This is an optimization exercise on Yosys and OpenROAD, whose aim is small area, not a production implementation. Only simulation tests tie the RTL to the original design; equivalence was not proved. Power is estimated from default activity; no workload was simulated.

File: design/flow/config.mk
export PLATFORM = sky130hd
export DESIGN_NAME = dac_spi_rx
export DESIGN_NICKNAME = dac_spi_rx
export VERILOG_FILES = /design/flow/design.v
export SDC_FILE = /design/flow/constraint.sdc
export NUM_CORES = 4
export LEC_CHECK = 0
export CAP_MARGIN = 20
export CORE_MARGIN = 2
export CORE_UTILIZATION = 40
export GPL_TIMING_DRIVEN = 0
export SLEW_MARGIN = 20
export SYNTH_HIERARCHICAL = 1
export SYNTH_MINIMUM_KEEP_SIZE = 0
File: design/flow/constraint.sdc
create_clock -name core_clock -period 5.0 [get_ports {clk}]
set_input_delay 1.0000 -clock core_clock [delete_from_list [all_inputs] [get_ports {clk}]]
set_output_delay 1.0000 -clock core_clock [all_outputs]
set_load 0.01 [all_outputs]
File: design/flow/design.v
`timescale 1ns/1ps
package dac_spi_pkg;
  localparam logic [3:0] CMD_WR_IN      = 4'h0;
  localparam logic [3:0] CMD_UPD        = 4'h1;
  localparam logic [3:0] CMD_WR_UPD_ALL = 4'h2;
  localparam logic [3:0] CMD_WR_UPD     = 4'h3;
  localparam int DAC_FRAME_BITS = 24;
  localparam int COMM_MSB       = 23;
  localparam int ADDR_MSB       = 19;
  localparam int DATA_MSB       = 15;
  typedef enum logic [1:0] {
    ST_IDLE  = 2'd0,
    ST_SHIFT = 2'd1,
    ST_DONE  = 2'd2
  } rx_state_e;
endpackage
`timescale 1ns/1ps
module spi_in_sync #(
  parameter int   STAGES  = 2,
  parameter logic RST_VAL = 1'b0
) (
  input  logic clk,
  input  logic rst,
  input  logic din,
  output logic dout,
  output logic rise,
  output logic fall
);
  logic [STAGES-1:0] sync_q, sync_d;
  logic              prev_q, prev_d;
  always_comb begin
    sync_d = {sync_q[STAGES-2:0], din};
    prev_d = sync_q[STAGES-1];
  end
  always_ff @(posedge clk or negedge rst) begin
    if (!rst) begin
      sync_q <= {STAGES{RST_VAL}};
      prev_q <= RST_VAL;
    end else begin
      sync_q <= sync_d;
      prev_q <= prev_d;
    end
  end
  assign dout = sync_q[STAGES-1];
  assign rise = dout & ~prev_q;
  assign fall = ~dout & prev_q;
endmodule
`timescale 1ns/1ps
module dac_spi_rx #(
  parameter int SYNC_STAGES = 2,
  parameter int NBITS       = 24,
  parameter int NCH         = 16
) (
  input  logic        clk,
  input  logic        rst,
  input  logic        spi_sync,
  input  logic        spi_sclk,
  input  logic        spi_data,
  input  logic [3:0]  rd_addr,
  output logic [15:0] rd_data,
  output logic        rx_valid,
  output logic [3:0]  rx_comm,
  output logic [3:0]  rx_addr,
  output logic [15:0] rx_data,
  output logic        frame_err,
  output logic        busy
);
  logic sync_s, sync_rise, sync_fall;
  logic sclk_s, sclk_rise, sclk_fall;
  logic data_s, data_rise, data_fall;
  logic unused_edges;
  spi_in_sync #(.STAGES(SYNC_STAGES), .RST_VAL(1'b1)) u_sync_sync (
    .clk(clk), .rst(rst), .din(spi_sync), .dout(sync_s), .rise(sync_rise), .fall(sync_fall));
  spi_in_sync #(.STAGES(SYNC_STAGES), .RST_VAL(1'b1)) u_sclk_sync (
    .clk(clk), .rst(rst), .din(spi_sclk), .dout(sclk_s), .rise(sclk_rise), .fall(sclk_fall));
  spi_in_sync #(.STAGES(SYNC_STAGES), .RST_VAL(1'b0)) u_data_sync (
    .clk(clk), .rst(rst), .din(spi_data), .dout(data_s), .rise(data_rise), .fall(data_fall));
  assign unused_edges = ^{sync_s, sclk_s, sclk_rise, data_rise, data_fall};
  dac_spi_pkg::rx_state_e                 state_q, state_d;
  logic [dac_spi_pkg::DAC_FRAME_BITS-1:0] sr_q, sr_d;
  logic [4:0]                cnt_q, cnt_d;
  logic                      rx_valid_q, rx_valid_d;
  logic                      frame_err_q, frame_err_d;
  logic [3:0]                rx_comm_q, rx_comm_d;
  logic [3:0]                rx_addr_q, rx_addr_d;
  logic [15:0]               rx_data_q, rx_data_d;
  logic                      good;
  always_comb begin
    state_d     = state_q;
    sr_d        = sr_q;
    cnt_d       = cnt_q;
    good        = 1'b0;
    frame_err_d = 1'b0;
    case (state_q)
      dac_spi_pkg::ST_IDLE: begin
        if (sync_fall) begin
          state_d = dac_spi_pkg::ST_SHIFT;
          cnt_d   = '0;
        end
      end
      dac_spi_pkg::ST_SHIFT: begin
        if (sclk_fall) begin
          sr_d = {sr_q[dac_spi_pkg::DAC_FRAME_BITS-2:0], data_s};
          if (cnt_q != 5'd31) cnt_d = cnt_q + 5'd1;
        end
        if (sync_rise) state_d = dac_spi_pkg::ST_DONE;
      end
      dac_spi_pkg::ST_DONE: begin
        state_d = dac_spi_pkg::ST_IDLE;
        if (cnt_q == 5'(NBITS)) good = 1'b1;
        else                    frame_err_d = 1'b1;
      end
      default: state_d = dac_spi_pkg::ST_IDLE;
    endcase
    rx_valid_d = good;
    rx_comm_d  = good ? sr_q[dac_spi_pkg::COMM_MSB -: 4]  : rx_comm_q;
    rx_addr_d  = good ? sr_q[dac_spi_pkg::ADDR_MSB -: 4]  : rx_addr_q;
    rx_data_d  = good ? sr_q[dac_spi_pkg::DATA_MSB -: 16] : rx_data_q;
  end
  always_ff @(posedge clk or negedge rst) begin
    if (!rst) begin
      state_q     <= dac_spi_pkg::ST_IDLE;
      cnt_q       <= '0;
      rx_valid_q  <= 1'b0;
      frame_err_q <= 1'b0;
      rx_comm_q   <= '0;
      rx_addr_q   <= '0;
      rx_data_q   <= '0;
    end else begin
      state_q     <= state_d;
      cnt_q       <= cnt_d;
      rx_valid_q  <= rx_valid_d;
      frame_err_q <= frame_err_d;
      rx_comm_q   <= rx_comm_d;
      rx_addr_q   <= rx_addr_d;
      rx_data_q   <= rx_data_d;
    end
  end
  always_ff @(posedge clk) sr_q <= sr_d;
  logic [NCH-1:0][15:0] in_r, out_r;      
  logic [3:0]           plo_q, phi_q;     
  logic                 ready_q;          
  logic                 pend_q;           
  logic                 run_q;            
  logic                 act;              
  logic                 c_wr;             
  logic                 p_hit, p_upd;
  logic [15:0]          in_new, out_new;
  assign c_wr  = (rx_comm_q[1:0] != 2'd1);
  logic p_first, p_last;    
  assign p_first = plo_q[0] & phi_q[0];
  assign p_last  = plo_q[3] & phi_q[3];
  assign act   = pend_q & (run_q | p_first);
  assign p_hit = plo_q[rx_addr_q[1:0]] & phi_q[rx_addr_q[3:2]];
  assign p_upd = (rx_comm_q[1:0] == 2'd2) | (rx_comm_q[0] & p_hit);
  assign in_new  = (~ready_q | (act & c_wr & p_hit)) ? rx_data_q : in_r[0];
  assign out_new = (~ready_q | (act & p_upd)) ? in_new : out_r[0];
  always_ff @(posedge clk) begin
    in_r  <= {in_new,  in_r[NCH-1:1]};
    out_r <= {out_new, out_r[NCH-1:1]};
  end
  always_ff @(posedge clk or negedge rst) begin
    if (!rst) begin
      plo_q   <= 4'b0001;
      phi_q   <= 4'b0001;
      ready_q <= 1'b0;
      pend_q  <= 1'b0;
      run_q   <= 1'b0;
    end else begin
      plo_q <= {plo_q[2:0], plo_q[3]};
      if (plo_q[3]) phi_q <= {phi_q[2:0], phi_q[3]};
      if (p_last) ready_q <= 1'b1;
      if (good) begin
        pend_q <= (sr_q[dac_spi_pkg::COMM_MSB -: 2] == 2'd0);
      end else if (act) begin
        if (p_last) begin
          pend_q <= 1'b0;
          run_q  <= 1'b0;
        end else begin
          run_q  <= 1'b1;
        end
      end
    end
  end
  logic [3:0] a_lo, a_hi;           
  logic [3:0] p_lo, p_hi0, p_hi1;   
  logic [3:0] p_gt;                 
  logic [3:0] p_hgt;                
  logic [3:0] r_lo1;
  logic [3:0][3:0] p_hs, r_hs;      
  logic       r_borrow, r_done, r_lt_hi, r_eq_hi;
  always_comb begin
    for (int m = 0; m < 4; m++) begin
      a_lo[m]  = (rd_addr[1:0] == 2'(m));
      a_hi[m]  = (rd_addr[3:2] == 2'(m));
      p_lo[m]  = plo_q[m];
      p_hi0[m] = phi_q[m];
      p_hi1[m] = phi_q[(m + 3) % 4];
      p_gt[m]  = |(plo_q >> (m + 1));
      p_hgt[m] = |(phi_q >> (m + 1));
    end
    for (int j = 0; j < 4; j++) begin
      r_lo1[j] = 1'b0;
      for (int m = 0; m < 4; m++) begin
        p_hs[j][m] = p_gt[3 - j] ? p_hi1[m] : p_hi0[m];
        r_lo1[j] = r_lo1[j] | (a_lo[m] & p_lo[(m - j + 4) % 4]);
      end
      for (int g = 0; g < 4; g++) begin
        r_hs[j][g] = 1'b0;
        for (int m = 0; m < 4; m++) r_hs[j][g] = r_hs[j][g] | (a_hi[m] & p_hs[j][(m - g + 4) % 4]);
      end
    end
    r_borrow = 1'b0;
    r_lt_hi  = 1'b0;
    r_eq_hi  = 1'b0;
    for (int m = 0; m < 4; m++) begin
      r_borrow = r_borrow | (a_lo[m] & p_gt[m]);
      r_lt_hi  = r_lt_hi  | (a_hi[m] & p_hgt[m]);
      r_eq_hi  = r_eq_hi  | (a_hi[m] & p_hi0[m]);
    end
    r_done = r_lt_hi | (r_eq_hi & r_borrow);
  end
  logic r_hit, r_upd, r_new, use_rx, use_in, use_out;
  assign r_hit = (rd_addr == rx_addr_q);
  assign r_upd = (rx_comm_q[1:0] == 2'd2) | (rx_comm_q[0] & r_hit);
  assign r_new = pend_q & ~(run_q & r_done) & r_upd;
  assign use_rx  = ~ready_q | (r_new & c_wr & r_hit);
  assign use_in  = ~use_rx & r_new;
  assign use_out = ~use_rx & ~r_new;
  logic [NCH-1:0] r_oh;
  always_comb begin
    for (int k = 0; k < NCH; k++) r_oh[k] = r_hs[k % 4][k / 4] & r_lo1[k % 4];
  end
  for (genvar b = 0; b < 16; b++) begin : g_rd
    logic [5:0] yo, yi;
    logic       po, pi;
    for (genvar j = 0; j < 5; j++) begin : g_j
      dac_spi_aoi222 u_o (.a0(out_r[3*j][b]), .b0(r_oh[3*j]), .a1(out_r[3*j+1][b]), .b1(r_oh[3*j+1]),
                          .a2(out_r[3*j+2][b]), .b2(r_oh[3*j+2]), .y(yo[j]));
      dac_spi_aoi222 u_i (.a0(in_r[3*j][b]), .b0(r_oh[3*j]), .a1(in_r[3*j+1][b]), .b1(r_oh[3*j+1]),
                          .a2(in_r[3*j+2][b]), .b2(r_oh[3*j+2]), .y(yi[j]));
    end
    assign yo[5] = ~(out_r[15][b] & r_oh[15]);
    assign yi[5] = ~(in_r[15][b] & r_oh[15]);
    assign po = ~&yo;
    assign pi = ~&yi;
    assign rd_data[b] = (po & use_out) | (pi & use_in) | (rx_data_q[b] & use_rx);
  end
  assign rx_valid  = rx_valid_q;
  assign frame_err = frame_err_q;
  assign rx_comm   = rx_comm_q;
  assign rx_addr   = rx_addr_q;
  assign rx_data   = rx_data_q;
  assign busy      = (state_q == dac_spi_pkg::ST_SHIFT);
endmodule
module dac_spi_aoi222 (
  input  logic a0, b0, a1, b1, a2, b2,
  output logic y
);
  assign y = ~((a0 & b0) | (a1 & b1) | (a2 & b2));
endmodule
File: design/flow/flow/run.sh
#!/bin/bash
# Own layout flow: the standard synthesis, then the standard ORFS steps with:
#  - port buffers of a plain buffer cell (sky130_fd_sc_hd__buf_1) that the resizer may resize
#    freely (MATCH_CELL_FOOTPRINT=0), instead of a delay-buffer footprint,
#  - clock tree synthesis with small clock buffers and small sink clusters, and no dummy
#    balancing loads.
# Each tool's output goes to synth.log / layout.log in the work folder.
set -euo pipefail
cd "$(dirname "$0")/.."
bash standard.sh synth > synth.log 2>&1
bash standard.sh \
  "BUFFER_PORTS_ARGS=-buffer_cell sky130_fd_sc_hd__buf_1" \
  "CTS_ARGS=-sink_clustering_enable -repair_clock_nets -sink_clustering_size 10 -sink_clustering_max_diameter 30 -buf_list {sky130_fd_sc_hd__clkbuf_4} -dont_use_dummy_load" \
  "MATCH_CELL_FOOTPRINT=0" \
  finish > layout.log 2>&1
File: design/flow/standard.sh
#!/bin/bash
# synth_recipe.tcl (not shown) runs the flow's synth.tcl, then flattens the netlist and writes it again
# the make line also repeats each setting of config.mk as NAME=value (left out here)
make -C /OpenROAD-flow-scripts/flow DESIGN_CONFIG=/design/flow/config.mk WORK_HOME=/design/flow/orfs CLKGATE_MAP_FILE= SYNTH_SCRIPT=/design/flow/synth_recipe.tcl "${@:-finish}"
==> out/metrics.cfg <==
[routing]
drc = 0
vias = 10803
routed_wl_um = 43700
antenna_left = 0
wl_per_cell_um = 23.2
drtPass1Iterations = 8
drt_iter0_drc = 1267
viasPerCell = 5.74

[outcome]
status = finished clean

[timing]
drv_slew = 0
max_freq_mhz = 207
hold_viol = 0
worst_slack_ns = 0.161
period_needed_ns = 4.84
setup_viol = 0
whs_ns = 0.158
finalClockSkew_ns = 0.116
post-route-period-util_pct = 96.8
relSlewSlack_pct = 28.6
tightest_slew_ns = 1.07

[cells_and_area]
final_common_cell = dfxtp_1
fin_nets = 1357
area_growth_pct = 14.7
final-instance-count-excl-fill = 1883
drive_above_1_share_pct = 20.8
final_cell_mix = dfxtp_1 (512), a222oi_1 (160), clkbuf_4 (95)
fillers = 3804

[placed_design]
portBuffers = 48
place_inst = 1773
pre_cts_ws_ns = -0.673
globalplace.congestion = 0.742
dp_hpwl_um = 27700

[run]
cap_viol_max_count = 0

[setup_path]
arrival_ns = 3.84
end_kind = output port
critical_path.max_fanout = 10
r2r_slack_ns = 2.18
crit_required_ns = 4.00
path_class = input port to output port
crit_path_start_kind = input port

[floorplanning]
die-height_um = 210
die_w_um = 210
dieArea_mm2 = 0.0439
ioPinCount = 52
rows = 75
initial_utilization_pct = 40.4
fp.coreArea_mm2 = 0.0419

[cts]
holdBufCountCts = 0
clock_latency_ns = 0.82
cts_sinks = 588
cts_root_buf = clkbuf_4
cts_buffer_depth = 3
clkSlewWorstSetupHoldPaths_ns = 0.10
cts_tree = done
cts_made_buffers = 94
htree_num_levels = 3

[pwr]
p_leak_uw = 0.00715
peakVddDrop_uv = 168
p_per_area_mw_per_mm2 = 373

[grt]
grt_pass1_vias = 11104
grt-ovfl-total = 0
grt_use_total_pct = 19.9
grt_max_degree = 34
antenna_found_initial = 1
grt_pass1_wl_um = 66000

[synthesis]
syn-mean-instance-area_um2 = 14.6
synth_area_mm2 = 0.0169
syn-num-nets = 1173
syn_inst = 1161
yosys_warnings = 9

[min_path]
hold_class = input port to async pin

## stage by stage
step | util [%] | power [µW] | instance area, µm² | TNS [ns]
floorplan | - | 4960 | 16900 | 0
global placement | 42.5 | 5000 | 17800 | -49.21
detailed placement | 43.9 | 5010 | 18400 | -9.06
CTS | 45.9 | 7300 | 19200 | 0
global route | 46.3 | 7510 | 19400 | -0.0132
finish | 46.3 | 7230 | 19400 | 0
## final timing paths
path | startpoint | to | cells past startpoint
setup / recovery | rd_addr[2] | rd_data[2] | 10
setup reg to reg | phi_q[1] | out_r[245] | 7
hold reg to reg | in_r[109] | in_r[93] | 0
max in group asynchronous | rst | plo_q[0] | 2
hold / removal | rst | rx_data_q[5] | 1
min in group core_clock | in_r[109] | in_r[93] | 0
## metal layers
| metal | up-vias | track usage, % | wire length [µm] |
|---|---|---|---|
| met4 | 0 | 7.53 | 960 |
| met3 | 77 | 4.19 | 3180 |
| met5 | - | 0 | 0 |
| met2 | 380 | 32.4 | 20600 |
| met1 | 5453 | 26.2 | 19000 |
| li1 | 4893 | - | - |
## what timing repair did
action,4_1_cts,5_1_grt
resized for setup,21,14
setup buffers,5,12
pin swaps,1,5
setup endpoints to repair,16,14
## final cells by class
| type | instances | area, µm² | area share [%] |
|---|---|---|---|
| well taps | 539 | 674 | 3.48 |
| repair buffers | 90 | 850 | 4.38 |
| flip-flops and latches | 588 | 12300 | 63.4 |
| multi-input cells | 522 | 4630 | 23.9 |
| plain buffers | 28 | 168 | 0.865 |
| diodes | 1 | 2.50 | 0.0129 |
| inverters | 21 | 78.8 | 0.407 |
| clock buffers | 94 | 706 | 3.64 |
## where the power goes
group	internal (µW)	switching [µW]
registers	4750	24.0
clock network	859	1460
logic	50.7	84.0
## critical path, cell delays in order
cell and delay (ns):
buf_1 0.16, buf_6 0.17, buf_4 0.11, xor2_1 0.17, nor4_2 0.10, a21oi_1 0.85
clkbuf_1 0.66, o221ai_1 0.26, o221ai_2 0.12, buf_1 0.22
## registers in the layout (all words and copies together), names as in the netlist, 2 cells and up
signal / count
in_r: 256
u_sclk_sync.sync_q: 2
u_data_sync.sync_q: 2
plo_q: 4
cnt_q: 5
phi_q: 4
rx_comm_q: 4
out_r: 256
sr_q: 24
state_q: 2
rx_addr_q: 4
rx_data_q: 16
u_sync_sync.sync_q: 2

-- port drivers added, routing unchanged --
The results above use ideal ports. As a check the final layout listed here was re-extracted and re-timed, cells and wires unchanged. Step 1: set_driving_cell puts a clkbuf_16 on clk and a buf_2 on each other input, an assumption about the parent block. Step 2 times the ports against the registers' clock, not the clock port: input delays grow and output delays shrink by t, the midpoint of the rising clock arrivals with the driver on. Slacks: ideal ports / drivers / drivers and shift; pairs: ideal ports / drivers.
t (ns): 0.818
setup WS [ns]: 0.161 / 0.131 / 0.131
worst hold slack (ns): 0.158 / 0.129 / 0.274
After both steps setup and hold are still met in this run. For this run, drivers alone change the setup slack by -0.030 ns; drivers and shift together by -0.030 ns.
